This is an optimization exercise on Yosys and OpenROAD, whose aim is small area, a short achievable clock period and few clock cycles per item, not a production implementation. The RTL was checked by simulation tests, not by an equivalence proof against the original design.

[design/flow/config.mk]
export PLATFORM = sky130hd
export DESIGN_NAME = greedy_iou_track_association
export DESIGN_NICKNAME = greedy_iou_track_association
export VERILOG_FILES = /design/flow/design.v
export SDC_FILE = /design/flow/constraint.sdc
export NUM_CORES = 4
export LEC_CHECK = 0
export CAP_MARGIN = 20
export CORE_MARGIN = 2
export CORE_UTILIZATION = 40
export SLEW_MARGIN = 20
[design/flow/constraint.sdc]
create_clock -name core_clock -period 16.0 [get_ports {aclk}]
set_input_delay 3.2000 -clock core_clock [delete_from_list [all_inputs] [get_ports {aclk}]]
set_output_delay 3.2000 -clock core_clock [all_outputs]
set_load 0.01 [all_outputs]
[design/flow/design.v]
`timescale 1ns / 1ps
package gita_pkg;
    localparam logic OP_DET = 1'b0;
    localparam logic OP_EOF = 1'b1;
    localparam logic CFG_IOU_THRESHOLD = 1'b0;
    localparam logic CFG_MAX_MISSED    = 1'b1;
    localparam int   IDENT_BITS  = 16;
    localparam int   MISS_BITS   = 9;
    localparam logic [7:0] IOU_THRESHOLD_RST = 8'd77;
    localparam logic [7:0] MAX_MISSED_RST    = 8'd8;
endpackage
`timescale 1ns / 1ps
module greedy_iou_track_association #(
    parameter int MAX_TRACKS = 16,
    parameter int COORD_BITS = 12
) (
    input  logic                  aclk,
    input  logic                  aresetn,
    input  logic                  cfg_we,
    input  logic                  cfg_idx,
    input  logic [7:0]            cfg_wdata,
    input  logic                  s_valid,
    output logic                  s_ready,
    input  logic                  s_op,
    input  logic [COORD_BITS-1:0] s_box_x,
    input  logic [COORD_BITS-1:0] s_box_y,
    input  logic [COORD_BITS-1:0] s_box_w,
    input  logic [COORD_BITS-1:0] s_box_h,
    output logic                  m_valid,
    input  logic                  m_ready,
    output logic [15:0]           m_trk_ident,
    output logic                  m_new_track,
    output logic                  m_table_full
);
    localparam int N  = MAX_TRACKS;
    localparam int SW = (N > 1) ? $clog2(N) : 1;
    localparam int CB = COORD_BITS;
    localparam int EB = CB + 1;           
    localparam int AW = 2 * CB;           
    localparam int UW = AW + 1;           
    localparam int SB = 2 * UW + 1;       
    localparam int MB = 8;                
    localparam int FL = 6;                
    logic [N-1:0]  valid_reg, used_reg, nz_reg;
    logic [CB-1:0] tx_mem [N];
    logic [CB-1:0] ty_mem [N];
    logic [EB-1:0] tex_mem [N];
    logic [EB-1:0] tey_mem [N];
    logic [15:0]   ident_mem [N];
    logic [MB-1:0] miss_mem [N];
    logic [15:0]   next_ident_reg;
    logic [7:0]    thr_reg, maxm_reg;
    logic          b_full_reg, b_op_reg;
    logic [CB-1:0] b_x_reg, b_y_reg, b_w_reg, b_h_reg;
    logic [EB-1:0] b_ex, b_ey;
    logic          b_nz;
    logic          busy_reg;
    logic [CB-1:0] dx_reg, dy_reg;
    logic [EB-1:0] dex_reg, dey_reg;
    logic          dnz_reg;
    logic [AW-1:0] area_reg;
    logic [N-1:0]  mask_reg;
    logic [SW-1:0] pidx_reg;              
    logic          rv_reg, r_live_reg;
    logic [SW-1:0] r_idx_reg;
    logic [CB-1:0] ox_reg, oy_reg, tw_reg, th_reg;
    logic signed [EB:0] nox_reg;          
    logic          mv_reg, m_live_reg;
    logic [SW-1:0] m_idx_reg;
    logic [AW-1:0] inter_reg;
    logic [UW-1:0] uni_reg;
    logic          best_found_reg;
    logic [SW-1:0] best_slot_reg;
    logic [AW-1:0] best_inter_reg;
    logic [UW-1:0] best_union_reg;
    logic          xc_busy_reg;
    logic [2:0]    xc_step_reg;
    logic signed [SB-1:0] xs_reg;
    logic signed [8:0] bq_reg;            
    logic [AW-1:0] xi_reg;                
    logic [UW-1:0] xu_reg;
    logic [SW-1:0] xidx_reg;
    logic          sk_v_reg, sk_new_reg, sk_full_reg;
    logic [15:0]   sk_ident_reg;
    logic fin, start, accept, stall, t_go, xc_done;
    logic qualify, sure_better, sure_worse, need_xc, take_cur;
    assign fin     = busy_reg && (mask_reg == '0) && !rv_reg && !mv_reg && !xc_busy_reg &&
                     !sk_v_reg;
    assign start   = b_full_reg && (!busy_reg || fin);
    assign s_ready = !b_full_reg || start;
    assign accept  = s_valid && s_ready;
    logic          have_free;
    logic [SW-1:0] free_slot;
    always_comb begin
        have_free = 1'b0;
        free_slot = '0;
        for (int i = N - 1; i >= 0; i--) begin
            if (!valid_reg[i]) begin
                have_free = 1'b1;
                free_slot = SW'(i);
            end
        end
    end
    logic [SW-1:0] wr_slot;
    logic          wr_en, wr_new;
    logic [N-1:0]  wr_oh;
    always_comb begin
        wr_new  = !best_found_reg && have_free;
        wr_en   = fin && (best_found_reg || have_free);
        wr_slot = best_found_reg ? best_slot_reg : free_slot;
        wr_oh   = '0;
        wr_oh[wr_slot] = wr_en;
    end
    logic          age;
    logic [N-1:0]  used_post, age_hit, drop;
    always_comb begin
        age       = start && (b_op_reg == gita_pkg::OP_EOF);
        used_post = used_reg | wr_oh;
        for (int i = 0; i < N; i++) begin
            age_hit[i] = age && valid_reg[i] && !used_post[i];
            drop[i]    = age_hit[i] && (miss_mem[i] >= maxm_reg);
        end
    end
    logic [N-1:0] mask_next;
    always_comb begin
        b_ex = EB'(b_x_reg) + EB'(b_w_reg);
        b_ey = EB'(b_y_reg) + EB'(b_h_reg);
        b_nz = (b_w_reg != '0) && (b_h_reg != '0);
        for (int i = 0; i < N; i++) begin
            mask_next[i] = valid_reg[i] && !used_post[i] && nz_reg[i] && b_nz &&
                (b_ex[EB-1:FL] >= (EB-FL)'(tx_mem[i][CB-1:FL])) &&
                (tex_mem[i][EB-1:FL] >= (EB-FL)'(b_x_reg[CB-1:FL])) &&
                (b_ey[EB-1:FL] >= (EB-FL)'(ty_mem[i][CB-1:FL])) &&
                (tey_mem[i][EB-1:FL] >= (EB-FL)'(b_y_reg[CB-1:FL]));
        end
    end
    function automatic logic [SW-1:0] lowest(input logic [N-1:0] m);
        lowest = '0;
        for (int i = N - 1; i >= 0; i--) if (m[i]) lowest = SW'(i);
    endfunction
    logic [N-1:0]  pick, mask_rest;
    logic [CB-1:0] rx, ry;
    logic [EB-1:0] rex, rey, sx, sy, ex, ey;
    always_comb begin
        pick = '0;
        pick[pidx_reg] = 1'b1;
        mask_rest = mask_reg & ~pick;
        rx  = tx_mem[pidx_reg];
        ry  = ty_mem[pidx_reg];
        rex = tex_mem[pidx_reg];
        rey = tey_mem[pidx_reg];
        sx = (EB'(dx_reg) > EB'(rx)) ? EB'(dx_reg) : EB'(rx);
        sy = (EB'(dy_reg) > EB'(ry)) ? EB'(dy_reg) : EB'(ry);
        ex = (dex_reg < rex) ? dex_reg : rex;
        ey = (dey_reg < rey) ? dey_reg : rey;
    end
    logic signed [EB:0] nx, ny;
    always_comb begin
        nx = signed'({1'b0, sx}) - signed'({1'b0, ex});
        ny = signed'({1'b0, sy}) - signed'({1'b0, ey});
    end
    logic [AW-1:0] inter_p;
    logic [UW-1:0] uni_p;
    logic [CB-1:0] ta_a, ta_b;
    logic [AW-1:0] ta_c;
    always_comb begin
        ta_a    = rv_reg ? tw_reg : b_w_reg;
        ta_b    = rv_reg ? th_reg : b_h_reg;
        ta_c    = rv_reg ? area_reg : '0;
        inter_p = AW'(ox_reg) * AW'(oy_reg);
        uni_p   = UW'(signed'({1'b0, ta_c}) + signed'({1'b0, ta_a}) * signed'({1'b0, ta_b}) +
                      nox_reg * signed'({1'b0, oy_reg}));
    end
    logic [UW-1:0] mu_a;
    logic signed [SB-1:0] mu_z, mu_y;
    always_comb begin
        if (!xc_busy_reg) begin
            mu_a = uni_reg;
            mu_z = SB'({inter_reg - 1'b1, 8'hFF});
        end else if (xc_step_reg[0] == 1'b0) begin
            mu_a = best_union_reg;
            mu_z = xs_reg <<< 8;
        end else begin
            mu_a = xu_reg;
            mu_z = xs_reg;
        end
        mu_y = mu_z + signed'({1'b0, mu_a}) * bq_reg;
    end
    logic signed [8:0] bq_next;
    always_comb begin
        unique case (xc_step_reg)
            3'd0:    bq_next = -signed'({1'b0, best_inter_reg[23:16]});
            3'd1:    bq_next =  signed'({1'b0, xi_reg[15:8]});
            3'd2:    bq_next = -signed'({1'b0, best_inter_reg[15:8]});
            3'd3:    bq_next =  signed'({1'b0, xi_reg[7:0]});
            default: bq_next = -signed'({1'b0, best_inter_reg[7:0]});
        endcase
    end
    always_comb begin
        t_go        = mv_reg && m_live_reg && !xc_busy_reg;
        xc_done     = xc_busy_reg && (xc_step_reg == 3'd6);
        qualify     = !mu_y[SB-1];
        sure_better = (inter_reg >= best_inter_reg) && (uni_reg <= best_union_reg) &&
                      ((inter_reg != best_inter_reg) || (uni_reg != best_union_reg));
        sure_worse  = (inter_reg <= best_inter_reg) && (uni_reg >= best_union_reg);
        need_xc     = t_go && qualify && best_found_reg && !sure_better && !sure_worse;
        take_cur    = t_go && qualify && (!best_found_reg || sure_better);
        stall       = xc_busy_reg;
    end
    always_ff @(posedge aclk) begin
        if (!aresetn) begin
            valid_reg      <= '0;
            used_reg       <= '0;
            next_ident_reg <= '0;
            thr_reg        <= gita_pkg::IOU_THRESHOLD_RST;
            maxm_reg       <= gita_pkg::MAX_MISSED_RST;
            b_full_reg     <= 1'b0;
            busy_reg       <= 1'b0;
            mask_reg       <= '0;
            rv_reg         <= 1'b0;
            mv_reg         <= 1'b0;
            xc_busy_reg    <= 1'b0;
            m_valid        <= 1'b0;
            sk_v_reg       <= 1'b0;
        end else begin
            if (cfg_we) begin
                unique case (cfg_idx)
                    gita_pkg::CFG_IOU_THRESHOLD: thr_reg  <= cfg_wdata;
                    gita_pkg::CFG_MAX_MISSED:    maxm_reg <= cfg_wdata;
                    default: ;
                endcase
            end
            if (accept)     b_full_reg <= 1'b1;
            else if (start) b_full_reg <= 1'b0;
            for (int i = 0; i < N; i++) begin
                if (wr_oh[i]) valid_reg[i] <= 1'b1;
                else if (drop[i]) valid_reg[i] <= 1'b0;
            end
            used_reg <= age ? '0 : used_post;
            if (fin && wr_new) next_ident_reg <= next_ident_reg + 1'b1;
            if (start && (b_op_reg == gita_pkg::OP_DET)) begin
                busy_reg <= 1'b1;
                mask_reg <= mask_next;
                pidx_reg <= lowest(mask_next);
            end else begin
                if (fin) busy_reg <= 1'b0;
                if (!stall) begin
                    mask_reg <= mask_rest;
                    pidx_reg <= lowest(mask_rest);
                end
            end
            if (!stall) begin
                rv_reg <= (mask_reg != '0);
                mv_reg <= rv_reg;
            end
            if (need_xc)      xc_busy_reg <= 1'b1;
            else if (xc_done) xc_busy_reg <= 1'b0;
            if (m_valid && m_ready) begin
                if (sk_v_reg) begin
                    sk_v_reg <= fin;
                end else begin
                    m_valid <= fin;
                end
            end else if (fin) begin
                if (!m_valid) m_valid <= 1'b1;
                else sk_v_reg <= 1'b1;
            end
        end
    end
    logic [15:0] res_ident;
    logic        res_new, res_full;
    always_comb begin
        res_new  = 1'b0;
        res_full = 1'b0;
        if (best_found_reg) begin
            res_ident = ident_mem[best_slot_reg];
        end else if (have_free) begin
            res_ident = next_ident_reg;
            res_new   = 1'b1;
        end else begin
            res_ident = '0;
            res_full  = 1'b1;
        end
    end
    always_ff @(posedge aclk) begin
        if (accept) begin
            b_op_reg <= s_op;
            b_x_reg  <= s_box_x;
            b_y_reg  <= s_box_y;
            b_w_reg  <= s_box_w;
            b_h_reg  <= s_box_h;
        end
        if (start) begin
            dx_reg   <= b_x_reg;
            dy_reg   <= b_y_reg;
            dex_reg  <= b_ex;
            dey_reg  <= b_ey;
            dnz_reg  <= b_nz;
            area_reg <= AW'(uni_p);
            best_found_reg <= 1'b0;
            best_inter_reg <= '0;
            best_union_reg <= UW'(1);
            best_slot_reg  <= '0;
        end
        if (!stall) begin
            r_idx_reg  <= pidx_reg;
            r_live_reg <= nx[EB] && ny[EB];
            ox_reg     <= CB'(ex - sx);
            oy_reg     <= CB'(ey - sy);
            nox_reg    <= (mask_reg != '0) ? nx : '0;
            tw_reg     <= CB'(rex - EB'(rx));
            th_reg     <= CB'(rey - EB'(ry));
            m_idx_reg  <= r_idx_reg;
            m_live_reg <= r_live_reg;
            inter_reg  <= inter_p;
            uni_reg    <= uni_p;
        end
        if (!xc_busy_reg) begin
            xi_reg      <= inter_reg;
            xu_reg      <= uni_reg;
            xidx_reg    <= m_idx_reg;
            bq_reg      <= need_xc ? signed'({1'b0, inter_reg[23:16]}) : -signed'({1'b0, thr_reg});
            xc_step_reg <= '0;
            xs_reg      <= '0;
        end else if (!xc_done) begin
            xc_step_reg <= xc_step_reg + 1'b1;
            bq_reg      <= bq_next;
            xs_reg      <= mu_y;
        end else begin
            bq_reg      <= -signed'({1'b0, thr_reg});
        end
        if (take_cur) begin
            best_found_reg <= 1'b1;
            best_slot_reg  <= m_idx_reg;
            best_inter_reg <= inter_reg;
            best_union_reg <= uni_reg;
        end else if (xc_done && (xs_reg > 0)) begin
            best_slot_reg  <= xidx_reg;
            best_inter_reg <= xi_reg;
            best_union_reg <= xu_reg;
        end
        for (int i = 0; i < N; i++) begin
            if (wr_oh[i]) begin
                tx_mem[i]   <= dx_reg;
                ty_mem[i]   <= dy_reg;
                tex_mem[i]  <= dex_reg;
                tey_mem[i]  <= dey_reg;
                nz_reg[i]   <= dnz_reg;
                miss_mem[i] <= '0;
            end else if (age_hit[i]) begin
                miss_mem[i] <= miss_mem[i] + 1'b1;
            end
        end
        if (fin && wr_new) ident_mem[free_slot] <= next_ident_reg;
        if (m_valid && m_ready) begin
            if (sk_v_reg) begin
                m_trk_ident  <= sk_ident_reg;
                m_new_track  <= sk_new_reg;
                m_table_full <= sk_full_reg;
            end else begin
                m_trk_ident  <= res_ident;
                m_new_track  <= res_new;
                m_table_full <= res_full;
            end
            sk_ident_reg <= res_ident;
            sk_new_reg   <= res_new;
            sk_full_reg  <= res_full;
        end else if (!m_valid) begin
            m_trk_ident  <= res_ident;
            m_new_track  <= res_new;
            m_table_full <= res_full;
        end else if (fin) begin
            sk_ident_reg <= res_ident;
            sk_new_reg   <= res_new;
            sk_full_reg  <= res_full;
        end
    end
endmodule
[design/flow/run.sh]
#!/bin/bash
# synth_recipe.tcl (not shown) runs the flow's synth.tcl, then flattens the netlist and writes it again
# the make line also repeats each setting of config.mk as NAME=value (left out here)
make -C /OpenROAD-flow-scripts/flow DESIGN_CONFIG=/design/flow/config.mk WORK_HOME=/design/flow/orfs CLKGATE_MAP_FILE= SYNTH_SCRIPT=/design/flow/synth_recipe.tcl finish
==> qor.yml <==
cts:
  cts.path.max_buffers: 4
  htree_num_levels: 4
  clkLatencyLatePin_ns: 0.89
  cts_resized: 0
  cts_tree: "done"
  path_clk_slew_ns: 0.06
  root_buffer: "clkbuf_16"
  cts_buffers: 204
  holdBufCountCts: 0
  clock-sinks: 1746
  post_cts_buffers: 0
synthesis:
  synth.most_common_cell: "edfxtp_1"
  ys_types: 99
  netlist_instances: 9374
  synth_area_um2: 110000
  synthTopCellsByArea: "edfxtp_1, ha_1, fa_1, dfxtp_1, inv_1"
  async_flop_share_pct: 0
  synth_ff_type: "edfxtp_1"
  ys_ff_latch: 1746
  syn_nets: 11100
  synth_common_cells: "edfxtp_1, inv_1, ha_1"
  synth_top_area_share_pct: 40.1
  yosysSeqAreaShare_pct: 45.2
  synth_edf_count: 1463
  avgSynthCellArea_um2: 11.7
  yosysWarnings: 6
  yosysTopAreaCell: "edfxtp_1"
floorplan:
  die_x_um: 528
  die_h_um: 528
  coreArea_um2: 273000
  num_rows: 192
  die-area_um2: 278000
  start_util_pct: 40.2
  ioPinCount: 83
worst_setup_path:
  start_kind: "flip-flop"
  worstPathArrival_ns: 10.67
  critical_path_required_ns: 16.44
  cp-end-kind: "flip-flop"
  worst_path_most_repeated_cell: "fa_1"
  path_max_fanout: 67
  cp_slowest_cell: "a21oi_1"
  max_stage_delay_ns: 0.70
  crit_type: "reg2reg"
global_route:
  grt_overflow_total: 0
  track_usage_pct: 23.1
  grt_pass1_wl_um: 487000
  antenna_found_initial: 16
  grt_max_degree: 144
  grt_pass1_vias: 75800
timing:
  period_needed_ns: 10.23
  hold_viol: 0
  tightest_slew_ns: 1.25
  setup_viol: 0
  fmax_mhz: 97.8
  skew_ns: 0.0936
  slew_violations: 0
  slew_headroom_pct: 14.4
  tns_ns: 0
  whs_ns: 0.398
  rsz0062_at_grt: "false"
  timing.final.crit_share_pct: 63.9
final_layout:
  drive_above_1_share_pct: 7.41
  top_register: "ident_mem"
  syn_to_final_growth_pct: 11.4
  final_core_util_pct: 44.7
  layout.nets: 11200
  reg.largest.list: "ident_mem (256), tex_mem (208), tey_mem (208)"
  layout.filler_cells: 24600
  largest_reg_flops: 256
  instances_no_fill: 13200
place:
  hpwl_um: 226000
  place_congestion: 0.907
  port-buffer-count: 82
  dp.cells: 12900
routing:
  drt_iter0_markers: 7862
  dr.pass1.iters: 8
  drtAntennaViolNets: 0
  vias_per_cell: 5.67
  finalWirelength_um: 326000
  vias: 75100
  wl_per_cell_um: 24.6
  drc_errors: 0
flow_run:
  cap_violations: 0
hold_path:
  hp-class: "reg2reg"
outcome:
  outcome: "timing/DRC/antenna clean"
-- layer usage --
layer / vias up / track usage [%] / wire [um]
met1: 37900 / 32.3 / 141000
met2: 3114 / 36.4 / 147000
met3: 547 / 3.52 / 26400
met4: 10 / 8.07 / 12200
li1: 33600 / - / -
met5: - / 0 / 89
-- cell usage in the layout, fill, tap and decap left out, types with 49 or more instances in the layout --
cell type / instances
a22oi_1: 188
and2_1: 281
nand3_1: 147
and3_1: 73
nor3_1: 95
inv_1: 1068
o21ai_0: 246
a21oi_1: 313
clkbuf_16: 210
edfxtp_1: 1463
a21o_1: 302
buf_4: 159
mux4_2: 80
fa_1: 616
nor2b_1: 113
nand2_1: 759
ha_1: 1049
nor2_1: 469
nand4_1: 101
xor2_1: 137
dfxtp_1: 277
mux2_2: 49
nand2b_1: 117
xnor2_1: 167
a211oi_1: 52
mux2i_1: 128
a221oi_1: 64
clkdlybuf4s50_1: 81
a22o_1: 135
-- cell type report --
type	instances	area (um2)	share of cell area [%]
Antenna cell	4	10.0	0.00819
Multi-Input combinational cell	6227	55100	45.1
Clock buffer	246	5410	4.43
Inverter	1071	4030	3.30
Tap cell	3589	4490	3.68
Clock inverter	122	1470	1.20
Timing Repair Buffer	243	2040	1.67
Sequential cell	1746	49600	40.6
-- per-stage QoR --
step	setup slack, ns	instance area, um2
after floorplan	4.49	110000
after global placement	5.98	115000
after detailed placement	5.91	115000
after CTS	5.86	122000
after global routing	5.21	122000
final	5.77	122000
-- critical path, delay by kind of cell (launching register included) --
kind	cells	cell delay (ns)
adder cells (fa/ha/maj)	6	2.81
AO/OA/AOI/OAI	9	2.63
buffers and inverters	5	2.40
AND/OR/NAND/NOR	4	0.94
flip-flops	1	0.61
multiplexers	1	0.32
-- cells by family after synthesis --
family	after synthesis	share of synthesized area, %
xor+xnor	309	2.47
simple gates	2355	10.5
compound gates	1641	10.5
flops	1746	45.2
mux	257	3.31
buf+inv	1401	4.82
fa+ha+maj	1665	23.2
-- path summary, 6_finish.rpt --
path | start | endpoint | slack (ns) | cells after the start
hold reg to reg | m_idx_reg[2] | xidx_reg[2] | 0.40 | 0
setup / recovery | xc_busy_reg | best_union_reg[4] | 5.77 | 25
setup reg to reg | xc_busy_reg | best_union_reg[4] | 5.77 | 25
hold / removal | m_idx_reg[2] | xidx_reg[2] | 0.40 | 0
Testbench counts, summed over its fixed seeds: cycles 15,400, items 4,500.

## afterwards: timing with drivers on the ports
Ports are ideal in the flow. The routed layout listed here was re-timed in OpenROAD.
Step 1 assumes that a clkbuf_16 drives the clock port and a buf_2 every other input.
Step 2 also shifts input and output timing later by t, the mid clock arrival at the registers, as if the neighbouring blocks saw the same clock.
Slacks: ideal ports / drivers / drivers and shift; pairs: ideal ports / drivers.
shift t [ns]: 0.933
slack for setup (ns): 5.773 / 5.773 / 5.773
slew at the worst register clock pin (ns): 0.08 / 0.08
cell pins on the clock port's net: 1
After both steps this run still meets setup and hold. For this run, drivers alone change the setup slack by 0.000 ns; drivers and shift together by 0.000 ns.
